Source: an optimization exercise on an open RTL-to-GDS flow (aim: small area and a short achievable clock period). Production flows keep margins and buffers that such runs may drop. The RTL was checked by simulation tests, not by an equivalence proof against the original design. The clock port is modelled as an ideal driver; clocking choices that lean on that would not hold on a real chip.

==> flow/design.v (outline; a module is shown in full before it is edited, if it fits) <==
// module mac_top: 1528 lines
module mac_top #(
   parameter int A_WIDTH = 18,
   parameter int B_WIDTH = 18,
   parameter int P_WIDTH = 48
) (
   input  logic                      clk,
   input  logic                      rst_n,
   input  logic signed [A_WIDTH-1:0] data_a,
   input  logic signed [B_WIDTH-1:0] data_b,
   input  mac_pkg::mac_op_e          op,
   input  logic                      activate_mac,
   output logic signed [P_WIDTH-1:0] data_p,
   output logic                      p_valid
);
  // ...
==> flow/flow/run.sh <==
#!/bin/bash
# The standard layout, with these changes in how it is made:
# - Yosys's synth runs without its early ABC pass (-noabc), so the full
#   adders it extracts keep their polarity (no inverters between them);
# - the port buffers are the smallest buffer (buf_1) instead of the
#   default clkdlybuf4s50_1; every port is still buffered;
# - after CTS, flow/pq_clock_delay.tcl puts delay chains in front of the
#   result register's clock (useful skew for the register-to-register
#   multiply-add paths);
# - only the setup repair after global routing, the first that sees that
#   skew, is given a setup margin (flow/grt_margin.tcl).
export SYNTH_ARGS="-noabc"
export BUFFER_PORTS_ARGS="-buffer_cell sky130_fd_sc_hd__buf_1"
export POST_CTS_TCL="$PWD/flow/pq_clock_delay.tcl"
export PQ_DLY_CELLS="sky130_fd_sc_hd__clkdlybuf4s50_1 sky130_fd_sc_hd__clkdlybuf4s50_1 sky130_fd_sc_hd__clkdlybuf4s50_1"
export PQ_SKIP_BITS=8
export PQ_BUF_CELL=sky130_fd_sc_hd__clkbuf_8
export PRE_GLOBAL_ROUTE_TCL="$PWD/flow/grt_margin.tcl"
bash standard.sh > standard.log 2>&1
==> flow/flow/grt_margin.tcl <==
# Pre-global-route hook: the setup repair after global routing aims at
# 5.35 ns of slack. It is the first repair that sees the
# result register's delayed clock, so it is the only one given a margin.
set ::env(SETUP_SLACK_MARGIN) 5.35
==> flow/flow/pq_clock_delay.tcl <==
# Post-CTS hook: the result register p_q gets its clock through a short
# delay chain below each clock-tree leaf that drives it, so its clock
# arrives later than the operand registers'. This is useful skew for the
# operand -> result paths (the long multiply-add paths); the result
# register's own feedback path sees about the same delay at both ends.
# The low bits (below PQ_SKIP_BITS) keep the undelayed clock.
# The later repair steps (global route) see and repair the new timing.
set block [ord::get_db_block]
set db [ord::get_db]
set chain {}
foreach c $::env(PQ_DLY_CELLS) { lappend chain [$db findMaster $c] }
lappend chain [$db findMaster $::env(PQ_BUF_CELL)]
set groups [dict create]
set n 0
foreach inst [$block getInsts] {
  if {[regexp {^p_q\\?\[([0-9]+)} [$inst getName]] && [string match sky130_fd_sc_hd__df* [[$inst getMaster] getName]]} {
    incr n
    regexp {^p_q\\?\[([0-9]+)} [$inst getName] -> bit
    # the low result bits have short paths and ample setup slack: no delay
    if {$bit < $::env(PQ_SKIP_BITS)} { continue }
    set net [[$inst findITerm CLK] getNet]
    dict lappend groups [$net getName] $inst
  }
}
if {$n != 48} { error "pq_clock_delay: expected 48 result flops, found $n" }
set g 0
dict for {netname flops} $groups {
  set net [$block findNet $netname]
  set sx 0; set sy 0
  foreach f $flops {
    set bb [$f getBBox]
    set sx [expr {$sx + [$bb xMin]}]; set sy [expr {$sy + [$bb yMin]}]
  }
  set cx [expr {int($sx / [llength $flops])}]
  set cy [expr {int($sy / [llength $flops])}]
  set prev $net
  set k 0
  foreach m $chain {
    set inst [odb::dbInst_create $block $m "pq_clkdly_${g}_$k"]
    set out [odb::dbNet_create $block "pq_clk_${g}_$k"]
    $out setSigType CLOCK
    [$inst findITerm A] connect $prev
    [$inst findITerm X] connect $out
    $inst setLocation $cx $cy
    $inst setPlacementStatus PLACED
    set prev $out
    incr k
  }
  foreach f $flops {
    set it [$f findITerm CLK]
    $it disconnect
    $it connect $prev
  }
  puts "pq_clock_delay: group $g under $netname: [llength $flops] flops"
  incr g
}
global_connect
detailed_placement
check_placement -verbose
estimate_parasitics -placement
report_clock_skew
==> flow/standard.sh <==
#!/bin/bash
# synth_recipe.tcl (not shown) runs the flow's synth.tcl, then flattens the netlist and writes it again
# the make line also repeats each setting of config.mk as NAME=value (left out here)
make -C /OpenROAD-flow-scripts/flow DESIGN_CONFIG=/design/flow/config.mk WORK_HOME=/design/flow/orfs CLKGATE_MAP_FILE= SYNTH_SCRIPT=/design/flow/synth_recipe.tcl "${@:-finish}"
==> flow/config.mk <==
export PLATFORM = sky130hd
export DESIGN_NAME = mac_top
export DESIGN_NICKNAME = mac_top
export VERILOG_FILES = /design/flow/design.v
export SDC_FILE = /design/flow/constraint.sdc
export NUM_CORES = 4
export LEC_CHECK = 0
export ABC_AREA = 1
export CAP_MARGIN = 20
export CORE_MARGIN = 2
export CORE_UTILIZATION = 40
export CTS_BUF_LIST = sky130_fd_sc_hd__clkbuf_4 sky130_fd_sc_hd__clkbuf_8
export HOLD_SLACK_MARGIN = 0.1
export SLEW_MARGIN = 20
==> flow/constraint.sdc <==
create_clock -name core_clock -period 10.0 [get_ports {clk}]
set_input_delay 2.0000 -clock core_clock [delete_from_list [all_inputs] [get_ports {clk}]]
set_output_delay 2.0000 -clock core_clock [all_outputs]
set_load 0.01 [all_outputs]
==> run notes, run 1 <==
- Of all nets on the critical path, the largest fanout is 2.
- TritonCTS built the clock tree.
- Dividing the detail-routed wire length by the instance count gives 17.8 µm.
- The compound-cell area share of the yosys netlist is 11.0%.
- The origin of the critical flop-to-flop path is p_q[14]$_DFF_PN0_.
- Of the cells placed in the final design, the portion with a size suffix greater than 1 is 4.45%.
- The flow ran to the end and the layout has no timing, DRC or antenna violations.
- In this run the mean area of a mapped cell was 9.53 µm².
- The via-per-instance ratio is 5.25.
- The share of Yosys cell area claimed by the top area cell type is 29.3%.
- In the final layout, the registers with the most flip-flops are p_q x48, a_q x18.
- The slowest stage of the critical path is the sky130_fd_sc_hd__dfrtp_1 cell.
- The register with the most flip-flops in the layout has 48 of them.
- The number of hold violations in the final report is 0.
- At the worst endpoint, the arrival time is 2.59 ns.
- The number of vias in the routed layout is 8591.
- The library cell used most frequently in the layout, excluding fill and tap cells, is sky130_fd_sc_hd__xor2_1.
- The net count of the finished layout is 1515.
- The dominant combinational cell family by area after synthesis is adder cells.
- The endpoint of the worst setup timing path is data_p[29].
- The half-perimeter wire length after detailed placement is 21700 µm.
- Setup violations remaining at the end of the flow were counted as 0.
- Signal routing reaches up to met4.
- The summed instance area of the synthesized netlist is 11100 µm².
- Among cell families on the critical path, the largest total delay comes from flip-flops.
- The pre-antenna-repair detailed-routing pass consisted of 5 iterations.
- The largest clock skew in the final design is 1.66 ns.
- The final routed DRC violation total is 0.
- For this block, the initial DRC count from the detailed router was 489.
- The setup TNS is 0 ns.
- Of all flip-flops after synthesis, the portion carrying an async set or reset was 80.4%.
- The number of library cell types mapped by synthesis is 37.
- By area, the class that comes first in the final layout consists of multi-input gates.
- The post-route antenna net violation count is 0.
- The critical path launch point type is a register.
==> inputs of run 2 (changes only) <==
--- a/flow/design.v
+++ b/flow/design.v
@@ -815,40 +815,40 @@
    assign s180 = pp4 ^ pp21 ^ c177;
    assign c181 = (pp4 & pp21) | (pp4 & c177) | (pp21 & c177);
    assign s182 = pg[3] ^ s180 ^ c179;
    assign c183 = (pg[3] & s180) | (pg[3] & c179) | (s180 & c179);
    assign s184 = neg_q[2] ^ pp5 ^ pp22;
    assign c185 = (neg_q[2] & pp5) | (neg_q[2] & pp22) | (pp5 & pp22);
    assign s186 = pp39 ^ pg[4] ^ s184;
    assign c187 = (pp39 & pg[4]) | (pp39 & s184) | (pg[4] & s184);
-   assign s188 = c181 ^ s186 ^ c183;
-   assign c189 = (c181 & s186) | (c181 & c183) | (s186 & c183);
+   assign s188 = c181 ^ s186;
+   assign c189 = c181 & s186;
    assign s190 = pp6 ^ pp23 ^ pp40;
    assign c191 = (pp6 & pp23) | (pp6 & pp40) | (pp23 & pp40);
    assign s192 = c185 ^ pg[5] ^ s190;
    assign c193 = (c185 & pg[5]) | (c185 & s190) | (pg[5] & s190);
-   assign s194 = c187 ^ s192;
-   assign c195 = c187 & s192;
+   assign s194 = c187 ^ s192 ^ c189;
+   assign c195 = (c187 & s192) | (c187 & c189) | (s192 & c189);
    assign s196 = neg_q[3] ^ pp7 ^ pp24;
    assign c197 = (neg_q[3] & pp7) | (neg_q[3] & pp24) | (pp7 & pp24);
    assign s198 = pp41 ^ pp58 ^ c191;
    assign c199 = (pp41 & pp58) | (pp41 & c191) | (pp58 & c191);
    assign s200 = pg[6] ^ s196 ^ c193;
    assign c201 = (pg[6] & s196) | (pg[6] & c193) | (s196 & c193);
-   assign s202 = s198 ^ c195 ^ s200;
-   assign c203 = (s198 & c195) | (s198 & s200) | (c195 & s200);
+   assign s202 = s198 ^ s200 ^ c195;
+   assign c203 = (s198 & s200) | (s198 & c195) | (s200 & c195);
    assign s204 = pp8 ^ pp25 ^ pp42;
    assign c205 = (pp8 & pp25) | (pp8 & pp42) | (pp25 & pp42);
    assign s206 = pp59 ^ c197 ^ pg[7];
    assign c207 = (pp59 & c197) | (pp59 & pg[7]) | (c197 & pg[7]);
    assign s208 = s204 ^ c199 ^ s206;
    assign c209 = (s204 & c199) | (s204 & s206) | (c199 & s206);
-   assign s210 = c201 ^ s208 ^ c203;
-   assign c211 = (c201 & s208) | (c201 & c203) | (s208 & c203);
+   assign s210 = c201 ^ s208;
+   assign c211 = c201 & s208;
    assign s212 = neg_q[4] ^ pp9 ^ pp26;
    assign c213 = (neg_q[4] & pp9) | (neg_q[4] & pp26) | (pp9 & pp26);
    assign s214 = pp43 ^ pp60 ^ pp77;
    assign c215 = (pp43 & pp60) | (pp43 & pp77) | (pp60 & pp77);
    assign s216 = c205 ^ pg[8] ^ s212;
    assign c217 = (c205 & pg[8]) | (c205 & s212) | (pg[8] & s212);
    assign s218 = s214 ^ c207 ^ s216;
    assign c219 = (s214 & c207) | (s214 & s216) | (c207 & s216);
@@ -881,18 +881,18 @@
    assign s246 = pp63 ^ pp80 ^ pp97;
    assign c247 = (pp63 & pp80) | (pp63 & pp97) | (pp80 & pp97);
    assign s248 = c233 ^ c235 ^ pg[11];
    assign c249 = (c233 & c235) | (c233 & pg[11]) | (c235 & pg[11]);
    assign s250 = s244 ^ s246 ^ c237;
    assign c251 = (s244 & s246) | (s244 & c237) | (s246 & c237);
    assign s252 = s248 ^ c239 ^ s250;
    assign c253 = (s248 & c239) | (s248 & s250) | (c239 & s250);
-   assign s254 = c241 ^ s252 ^ c243;
-   assign c255 = (c241 & s252) | (c241 & c243) | (s252 & c243);
+   assign s254 = c241 ^ s252;
+   assign c255 = c241 & s252;
    assign s256 = neg_q[6] ^ pp13 ^ pp30;
    assign c257 = (neg_q[6] & pp13) | (neg_q[6] & pp30) | (pp13 & pp30);
    assign s258 = pp47 ^ pp64 ^ pp81;
    assign c259 = (pp47 & pp64) | (pp47 & pp81) | (pp64 & pp81);
    assign s260 = pp98 ^ pp115 ^ c245;
    assign c261 = (pp98 & pp115) | (pp98 & c245) | (pp115 & c245);
    assign s262 = c247 ^ pg[12] ^ s256;
    assign c263 = (c247 & pg[12]) | (c247 & s256) | (pg[12] & s256);
@@ -909,18 +909,18 @@
    assign s274 = pp116 ^ c257 ^ c259;
    assign c275 = (pp116 & c257) | (pp116 & c259) | (c257 & c259);
    assign s276 = pg[13] ^ s270 ^ s272;
    assign c277 = (pg[13] & s270) | (pg[13] & s272) | (s270 & s272);
    assign s278 = c261 ^ c263 ^ s274;
    assign c279 = (c261 & c263) | (c261 & s274) | (c263 & s274);
    assign s280 = s276 ^ c265 ^ s278;
    assign c281 = (s276 & c265) | (s276 & s278) | (c265 & s278);
-   assign s282 = c267 ^ s280 ^ c269;
-   assign c283 = (c267 & s280) | (c267 & c269) | (s280 & c269);
+   assign s282 = c267 ^ s280;
+   assign c283 = c267 & s280;
    assign s284 = neg_q[7] ^ pp15 ^ pp32;
    assign c285 = (neg_q[7] & pp15) | (neg_q[7] & pp32) | (pp15 & pp32);
    assign s286 = pp49 ^ pp66 ^ pp83;
    assign c287 = (pp49 & pp66) | (pp49 & pp83) | (pp66 & pp83);
    assign s288 = pp100 ^ pp117 ^ pp134;
    assign c289 = (pp100 & pp117) | (pp100 & pp134) | (pp117 & pp134);
    assign s290 = c271 ^ c273 ^ pg[14];
    assign c291 = (c271 & c273) | (c271 & pg[14]) | (c273 & pg[14]);
@@ -941,36 +941,36 @@
    assign s306 = c287 ^ c289 ^ pg[15];
    assign c307 = (c287 & c289) | (c287 & pg[15]) | (c289 & pg[15]);
    assign s308 = s300 ^ s302 ^ c291;
    assign c309 = (s300 & s302) | (s300 & c291) | (s302 & c291);
    assign s310 = c293 ^ s304 ^ s306;
    assign c311 = (c293 & s304) | (c293 & s306) | (s304 & s306);
    assign s312 = s308 ^ c295 ^ s310;
    assign c313 = (s308 & c295) | (s308 & s310) | (c295 & s310);
-   assign s314 = c297 ^ s312 ^ c299;
-   assign c315 = (c297 & s312) | (c297 & c299) | (s312 & c299);
+   assign s314 = c297 ^ s312;
+   assign c315 = c297 & s312;
    assign s316 = neg_q[8] ^ pp17 ^ pp34;
    assign c317 = (neg_q[8] & pp17) | (neg_q[8] & pp34) | (pp17 & pp34);
    assign s318 = pp51 ^ pp68 ^ pp85;
    assign c319 = (pp51 & pp68) | (pp51 & pp85) | (pp68 & pp85);
    assign s320 = pp102 ^ pp119 ^ pp136;
    assign c321 = (pp102 & pp119) | (pp102 & pp136) | (pp119 & pp136);
    assign s322 = pp153 ^ c301 ^ c303;
    assign c323 = (pp153 & c301) | (pp153 & c303) | (c301 & c303);
    assign s324 = pg[16] ^ s316 ^ s318;
    assign c325 = (pg[16] & s316) | (pg[16] & s318) | (s316 & s318);
    assign s326 = s320 ^ c305 ^ c307;
    assign c327 = (s320 & c305) | (s320 & c307) | (c305 & c307);
    assign s328 = s322 ^ s324 ^ c309;
    assign c329 = (s322 & s324) | (s322 & c309) | (s324 & c309);
    assign s330 = s326 ^ c311 ^ s328;
    assign c331 = (s326 & c311) | (s326 & s328) | (c311 & s328);
-   assign s332 = c313 ^ s330;
-   assign c333 = c313 & s330;
+   assign s332 = c313 ^ c315;
+   assign c333 = c313 & c315;
    assign s334 = pp18 ^ pp35 ^ pp52;
    assign c335 = (pp18 & pp35) | (pp18 & pp52) | (pp35 & pp52);
    assign s336 = pp69 ^ pp86 ^ pp103;
    assign c337 = (pp69 & pp86) | (pp69 & pp103) | (pp86 & pp103);
    assign s338 = pp120 ^ pp137 ^ pp154;
    assign c339 = (pp120 & pp137) | (pp120 & pp154) | (pp137 & pp154);
    assign s340 = c317 ^ c319 ^ c321;
    assign c341 = (c317 & c319) | (c317 & c321) | (c319 & c321);
@@ -1097,18 +1097,18 @@
    assign s462 = pp128 ^ pp145 ^ pp162;
    assign c463 = (pp128 & pp145) | (pp128 & pp162) | (pp145 & pp162);
    assign s464 = c449 ^ c451 ^ pg[25];
    assign c465 = (c449 & c451) | (c449 & pg[25]) | (c451 & pg[25]);
    assign s466 = s460 ^ s462 ^ c453;
    assign c467 = (s460 & s462) | (s460 & c453) | (s462 & c453);
    assign s468 = s464 ^ c455 ^ s466;
    assign c469 = (s464 & c455) | (s464 & s466) | (c455 & s466);
-   assign s470 = c457 ^ s468 ^ c459;
-   assign c471 = (c457 & s468) | (c457 & c459) | (s468 & c459);
+   assign s470 = c457 ^ s468;
+   assign c471 = c457 & s468;
    assign s472 = pp95 ^ pp112 ^ pp129;
    assign c473 = (pp95 & pp112) | (pp95 & pp129) | (pp112 & pp129);
    assign s474 = pp146 ^ pp163 ^ c461;
    assign c475 = (pp146 & pp163) | (pp146 & c461) | (pp163 & c461);
    assign s476 = c463 ^ pg[26] ^ s472;
    assign c477 = (c463 & pg[26]) | (c463 & s472) | (pg[26] & s472);
    assign s478 = c465 ^ s474 ^ s476;
    assign c479 = (c465 & s474) | (c465 & s476) | (s474 & s476);
@@ -1117,34 +1117,34 @@
    assign s482 = 1'b1 ^ pp113 ^ pp130;
    assign c483 = (1'b1 & pp113) | (1'b1 & pp130) | (pp113 & pp130);
    assign s484 = pp147 ^ pp164 ^ c473;
    assign c485 = (pp147 & pp164) | (pp147 & c473) | (pp164 & c473);
    assign s486 = pg[27] ^ s482 ^ c475;
    assign c487 = (pg[27] & s482) | (pg[27] & c475) | (s482 & c475);
    assign s488 = c477 ^ s484 ^ s486;
    assign c489 = (c477 & s484) | (c477 & s486) | (s484 & s486);
-   assign s490 = c479 ^ s488 ^ c481;
-   assign c491 = (c479 & s488) | (c479 & c481) | (s488 & c481);
+   assign s490 = c479 ^ s488;
+   assign c491 = c479 & s488;
    assign s492 = pp114 ^ pp131 ^ pp148;
    assign c493 = (pp114 & pp131) | (pp114 & pp148) | (pp131 & pp148);
    assign s494 = pp165 ^ c483 ^ pg[28];
    assign c495 = (pp165 & c483) | (pp165 & pg[28]) | (c483 & pg[28]);
    assign s496 = s492 ^ c485 ^ s494;
    assign c497 = (s492 & c485) | (s492 & s494) | (c485 & s494);
    assign s498 = c487 ^ s496 ^ c489;
    assign c499 = (c487 & s496) | (c487 & c489) | (s496 & c489);
    assign s500 = 1'b1 ^ pp132 ^ pp149;
    assign c501 = (1'b1 & pp132) | (1'b1 & pp149) | (pp132 & pp149);
    assign s502 = pp166 ^ c493 ^ pg[29];
    assign c503 = (pp166 & c493) | (pp166 & pg[29]) | (c493 & pg[29]);
    assign s504 = s500 ^ c495 ^ s502;
    assign c505 = (s500 & c495) | (s500 & s502) | (c495 & s502);
-   assign s506 = c497 ^ s504 ^ c499;
-   assign c507 = (c497 & s504) | (c497 & c499) | (s504 & c499);
+   assign s506 = c497 ^ s504;
+   assign c507 = c497 & s504;
    assign s508 = pp133 ^ pp150 ^ pp167;
    assign c509 = (pp133 & pp150) | (pp133 & pp167) | (pp150 & pp167);
    assign s510 = c501 ^ pg[30] ^ s508;
    assign c511 = (c501 & pg[30]) | (c501 & s508) | (pg[30] & s508);
    assign s512 = c503 ^ s510 ^ c505;
    assign c513 = (c503 & s510) | (c503 & c505) | (s510 & c505);
    assign s514 = 1'b1 ^ pp151 ^ pp168;
    assign c515 = (1'b1 & pp151) | (1'b1 & pp168) | (pp151 & pp168);
@@ -1161,40 +1161,40 @@
    assign s526 = c521 ^ s524 ^ c523;
    assign c527 = (c521 & s524) | (c521 & c523) | (s524 & c523);
    assign s528 = pp171 ^ pg[34] ^ c525;
    assign c529 = (pp171 & pg[34]) | (pp171 & c525) | (pg[34] & c525);
    assign s530 = 1'b1 ^ pg[35] ^ c529;
    assign c531 = (1'b1 & pg[35]) | (1'b1 & c529) | (pg[35] & c529);
    assign s532 = 1'b1 ^ pg[36] ^ c531;
    assign c533 = (1'b1 & pg[36]) | (1'b1 & c531) | (pg[36] & c531);
-   assign s534 = 1'b1 ^ pg[37] ^ c533;
-   assign c535 = (1'b1 & pg[37]) | (1'b1 & c533) | (pg[37] & c533);
-   assign s536 = 1'b1 ^ pg[38];
-   assign c537 = 1'b1 & pg[38];
+   assign s534 = 1'b1 ^ pg[37];
+   assign c535 = 1'b1 & pg[37];
+   assign s536 = 1'b1 ^ pg[38] ^ c535;
+   assign c537 = (1'b1 & pg[38]) | (1'b1 & c535) | (pg[38] & c535);
    assign s538 = 1'b1 ^ pg[39] ^ c537;
    assign c539 = (1'b1 & pg[39]) | (1'b1 & c537) | (pg[39] & c537);
    assign s540 = 1'b1 ^ pg[40] ^ c539;
    assign c541 = (1'b1 & pg[40]) | (1'b1 & c539) | (pg[40] & c539);
    assign s542 = 1'b1 ^ pg[41] ^ c541;
    assign c543 = (1'b1 & pg[41]) | (1'b1 & c541) | (pg[41] & c541);
-   assign s544 = 1'b1 ^ pg[42] ^ c543;
-   assign c545 = (1'b1 & pg[42]) | (1'b1 & c543) | (pg[42] & c543);
+   assign s544 = 1'b1 ^ pg[42];
+   assign c545 = 1'b1 & pg[42];
    assign s546 = 1'b1 ^ pg[43] ^ c545;
    assign c547 = (1'b1 & pg[43]) | (1'b1 & c545) | (pg[43] & c545);
-   assign s548 = 1'b1 ^ pg[44];
-   assign c549 = 1'b1 & pg[44];
+   assign s548 = 1'b1 ^ pg[44] ^ c547;
+   assign c549 = (1'b1 & pg[44]) | (1'b1 & c547) | (pg[44] & c547);
    assign s550 = 1'b1 ^ pg[45] ^ c549;
    assign c551 = (1'b1 & pg[45]) | (1'b1 & c549) | (pg[45] & c549);
    assign s552 = 1'b1 ^ pg[46] ^ c551;
    assign c553 = (1'b1 & pg[46]) | (1'b1 & c551) | (pg[46] & c551);
-   assign s554 = 1'b1 ^ pg[47] ^ c553;
-   assign c555 = (1'b1 & pg[47]) | (1'b1 & c553) | (pg[47] & c553);
-   assign rx = {s554, s552, s550, c547, s546, s544, s542, s540, s538, c535, s534, s532, s530, c527, s526, c519, s518, c507, s506, c491, s490, c471, s470, c447, c433, c419, c403, c387, c369, c351, c333, c315, s314, c283, s282, c255, s254, s242, c221, s220, s210, s202, c189, s188, s182, s178, s174, s172};
-   assign ry = {1'b0, 1'b0, 1'b0, s548, 1'b0, 1'b0, 1'b0, 1'b0, 1'b0, s536, 1'b0, 1'b0, 1'b0, s528, 1'b0, s522, 1'b0, s512, 1'b0, s498, 1'b0, s480, 1'b0, s458, s446, s432, s418, s402, s386, s368, s350, s332, 1'b0, s298, 1'b0, s268, 1'b0, 1'b0, s230, 1'b0, 1'b0, 1'b0, s194, 1'b0, 1'b0, 1'b0, 1'b0, 1'b0};
+   assign s554 = 1'b1 ^ pg[47];
+   assign c555 = 1'b1 & pg[47];
+   assign rx = {c553, s552, s550, s548, s546, c543, s542, s540, s538, s536, c533, s532, s530, c527, s526, c519, s518, c507, c499, c491, c481, c471, c459, c447, c433, c419, c403, c387, c369, c351, c333, s330, c299, c283, c269, c255, c243, s242, c221, s220, c203, s202, s194, c183, s182, s178, s174, s172};
+   assign ry = {s554, 1'b0, 1'b0, 1'b0, 1'b0, s544, 1'b0, 1'b0, 1'b0, 1'b0, s534, 1'b0, 1'b0, s528, 1'b0, s522, 1'b0, s512, s506, s498, s490, s480, s470, s458, s446, s432, s418, s402, s386, s368, s350, s332, s314, s298, s282, s268, s254, 1'b0, s230, 1'b0, s210, 1'b0, 1'b0, s188, 1'b0, 1'b0, 1'b0, 1'b0};
    logic [47:0] g0, p0;
    assign g0 = rx & ry;
    assign p0 = rx ^ ry;
    logic gg1;
    assign gg1 = g0[1] | (p0[1] & g0[0]);
    logic gg2;
    assign gg2 = g0[2] | (p0[2] & gg1);
    logic gg3;
==> run 2 against run 1 <==
  * Wire length shrank 2.0%
  * Utilization increased by 0.074 points
  * Fmax up 0.98%
  * Sequential share of layout area is 0.25 points lower
  * Critical path type unchanged
  * Final cell count up 2.7%
  * Via count rose by 0.26%
  * Area after synthesis increased by 2.1%
  * Final area rose by 1.3%
==> run notes, run 2 <==
- The flow ran to the end and the layout has no timing, DRC or antenna violations.
- After synthesis, the cell types taking the most area are sky130_fd_sc_hd__fa_1, sky130_fd_sc_hd__dfrtp_1, sky130_fd_sc_hd__xor2_1.
- The met1 usage in global routing is 26.2%.
- The post-layout utilization of the core is 45.0%.
- Derived from the worst setup path, the maximum achievable clock frequency is 220 MHz.
- The biggest area contributor in the post-synthesis netlist is sky130_fd_sc_hd__fa_1.
- Walking the worst path, the cells encountered are buf_1.
- The mean routed wirelength per cell is 17.0 µm (-4.6%).
- Setup repair after global routing could not meet its margin everywhere.
- The post-route antenna net violation count was 0 (unchanged).
- The top cell types in the final layout, fill and taps aside, are sky130_fd_sc_hd__xor2_1, sky130_fd_sc_hd__nand2_1, sky130_fd_sc_hd__fa_1, sky130_fd_sc_hd__o22ai_1, sky130_fd_sc_hd__inv_1.
- Entering global routing, the biggest net connects 57 pins.
- The highest fanout seen on the critical path was 2 (unchanged).
- The die outline area is 29800 µm².
- The area growth from synthesis to layout is 10.3%.
- The pre-CTS setup slack is 4.12 ns.
- Counting both buffers and inverters, the worst setup path holds a total of 1.
- The initial utilization of the core area, before any placement, comes to 40.8%.
- The gate count of the mapped netlist is 1220.
- The latest clock arrival within the worst-skew pair is 2.02 ns.
- The largest clock skew in the final design came to 1.65 ns (-0.0127 ns).
- The number of cells on the worst hold path is 6.
- Counting tap cells, the placed design contains a total of 1633 instances.
- TritonCTS built the clock tree.
- The worst path arrival time was 2.54 ns (-0.05 ns).
- The path category of the worst min-delay check is reg -> reg.
- The synthesized net count is 1488.
- The initial antenna violation count is 0.
- The largest registers in the layout are p_q x48, a_q x18.
- The post-synthesis area per instance is 9.32 µm² (-2.2%).
- On the critical path, the stage with the largest delay is an instance of sky130_fd_sc_hd__dfrtp_1.
- At the pin with the least slew margin, the transition time is 1.03 ns.
- The floorplan row count is 61.
- The most congested layer reported by global routing is met2.
- Leaving out fill and tap cells, the most frequent cell in the layout is sky130_fd_sc_hd__xor2_1.
- Global routing used 19.8% of the available tracks.
- The worst hold margin is 0.0209 ns.
- The post-place instance area is 12000 µm².
- The number of synthesis warnings is 1.
- STA classifies the critical path startpoint as a register.
- The max capacitance violation total is 0.
- The via count of the first global-routing pass is 9050.
- Global routing used 3.43% of the available met3 tracks.
- The total count of max-transition violations in the final report is 0.
- The clock input transition at the sequential cells of the worst setup and hold paths is 0.11 ns.
- The global-route wire length before repair is 47100 µm.
- The final cell count without fillers is 1682.
- The summed instance area of the synthesized netlist was 11400 µm² (+2.1%).
- In this run the number of cells on the critical path is 1.
- The region available for standard cell placement spans 27900 µm².
- The die height is 173 µm.
- The kind of cell with the highest combined delay along the critical path is flip-flops.
- The total wire length after detailed routing is 28500 µm.
- For this design the top-level I/O count stands at 90.
- The sort of element at the end of the critical path is an output port.
- In this run, synthesis produced a sequential element count of 97.
- The most used flip-flop cell after synthesis is sky130_fd_sc_hd__dfrtp_1.
- Measured along the x axis, the die boundary spans 173 µm.
- The setup TNS was 0 ns (unchanged).
- The number of diodes added for antenna fixing is 0.
- The most frequent cell after synthesis is sky130_fd_sc_hd__xor2_1.
- The share of final-layout standard cells stronger than drive strength 1 came to 4.60% (+0.15 points).
- The number of hold violations in the final report is 0 (unchanged).
- The share of Yosys cell area claimed by the top area cell type was 28.0% (-1.3 points).
- The clock net in this run drives a total of 97 sinks.
- The half-perimeter wire length after detailed placement came to 22000 µm (+1.2%).
- The final period demand of the worst path is 4.54 ns.
- The number of library cell types mapped by synthesis came to 39 (+5.4%).
- The via-per-instance ratio is 5.12 (-2.4%).
- The DRC violation total after the first TritonRoute iteration is 602 (+23%).
- The delay of the slowest critical-path stage is 0.39 ns.
- The count of cells along the worst register-to-register path is 18.
- The final number of setup-violating endpoints is 0 (unchanged).
- The sequential share of the synthesized area is 20.5%.
- After synthesis, the most frequently instantiated cells are sky130_fd_sc_hd__xor2_1, sky130_fd_sc_hd__fa_1, sky130_fd_sc_hd__nand2_1.
- The global placement routability congestion is 0.886.
- The met2 layer usage reported by global route is 33.1%.
- In the post-route analysis, the smallest setup slack over all paths is 5.46 ns.
- Port buffering added 89 buffers.
- The setup slack on the worst flop-to-flop path is 5.57 ns.
- The overall overflow remaining after global route is 0.
- The worst slew margin relative to its limit is 31.5%.
- The design area is 12500 µm².
- The critical path start-end classification is reg -> out.
- The final routed DRC violation total is 0 (unchanged).
- The flip-flop count of the largest register, all copies and words added is 48 (unchanged).
- The register with the highest flop count is p_q.
- The share of async-settable or async-resettable flops after synthesis is 80.4% (unchanged).
- The total iterations of the first detailed-routing run came to 6 (+1).
- The synthesized design contains 0 enable-type register cells.
- The filler cell count in the final layout is 2742.
- At the worst endpoint, the required time is 8.00 ns.
- The number of nets in the layout is 1567 (+3.4%).
- The fraction of the cycle the final worst path needs is 45.4%.
- The number of vias in the routed layout is 8613 (+0.26%).
==> run 2: changes by cell type after synthesis, moves of 11 or more <==
cell,delta
sky130_fd_sc_hd__clkbuf_1,+12
sky130_fd_sc_hd__inv_1,+14
sky130_fd_sc_hd__ha_1,+11
sky130_fd_sc_hd__nor2_1,+11
sky130_fd_sc_hd__nand2_1,+12
sky130_fd_sc_hd__buf_1,-12
==> run 2: cells by family after synthesis <==
family	Yosys count	synth area share, %
adder cells (fa/ha/maj)	227	35.5
AO/OA/AOI/OAI	203	11.2
AND/OR/NAND/NOR	251	9.51
buffers and inverters	247	8.28
flip-flops	97	20.5
XOR/XNOR	195	15.0
==> run 2: final cells by class, without the clock buffers <==
class                      count  area [µm²]  share of cell area (%)
multi-input combinational    876        8100                    64.6
buffer                        20         219                    1.75
sequential                    97        2330                    18.6
inverter                     188         706                    5.63
clock inverter                 7        70.1                   0.559
tap                          378         473                    3.77
timing repair buffer         107         515                    4.11
==> run 2: final timing paths <==
path                               startpoint                  to
max                         p_q[28]$_DFF_PN0_          data_p[28]
min                        two_q[7]$_DFF_PN0_   p_q[33]$_DFF_PN0_
max reg2reg                 p_q[14]$_DFF_PN0_   p_q[40]$_DFF_PN0_
min reg2reg                two_q[7]$_DFF_PN0_   p_q[33]$_DFF_PN0_
max in group asynchronous               rst_n  two_q[8]$_DFF_PN0_
min in group asynchronous               rst_n   p_q[22]$_DFF_PN0_
==> run 2: layer usage <==
metal / routed length (µm) / up-vias
met2: 14200 / 211
met3: 1330 / 35
met1: 12400 / 4282
li1: - / 4085
met5: 0 / -
met4: 540 / 0

-- separate check: timing with driven ports --
How much do the figures lean on ideal ports? The routed layouts below were timed once more, with nothing changed but the port constraints. Step 1: set_driving_cell puts a clkbuf_16 on clk and a buf_2 on each other input, an assumption about the parent block. Step 2, shift: input delay + t, output delay - t, t = (earliest + latest rising clock arrival at the registers) / 2. This alone moves slack from input paths to output paths. Slacks: no drivers / after step 1 / after step 2; pairs: no drivers / after step 1.
run | t, ns | slack for setup (ns) | worst setup path after step 2 | latest minus earliest clock arrival (ns) | worst data-port slew with drivers (ns)
run 1 | 1.246 | 5.413 / 5.368 / 5.588 | input, reset recovery | 1.661 / 1.661 | 0.05
run 2 | 1.240 | 5.457 / 5.411 / 5.565 | register to register | 1.648 / 1.648 | 0.06
Clock arrivals are far apart in run 1 and run 2, so t is only a midpoint there and step 2 fits no single register. Setup slack includes reset recovery checks.
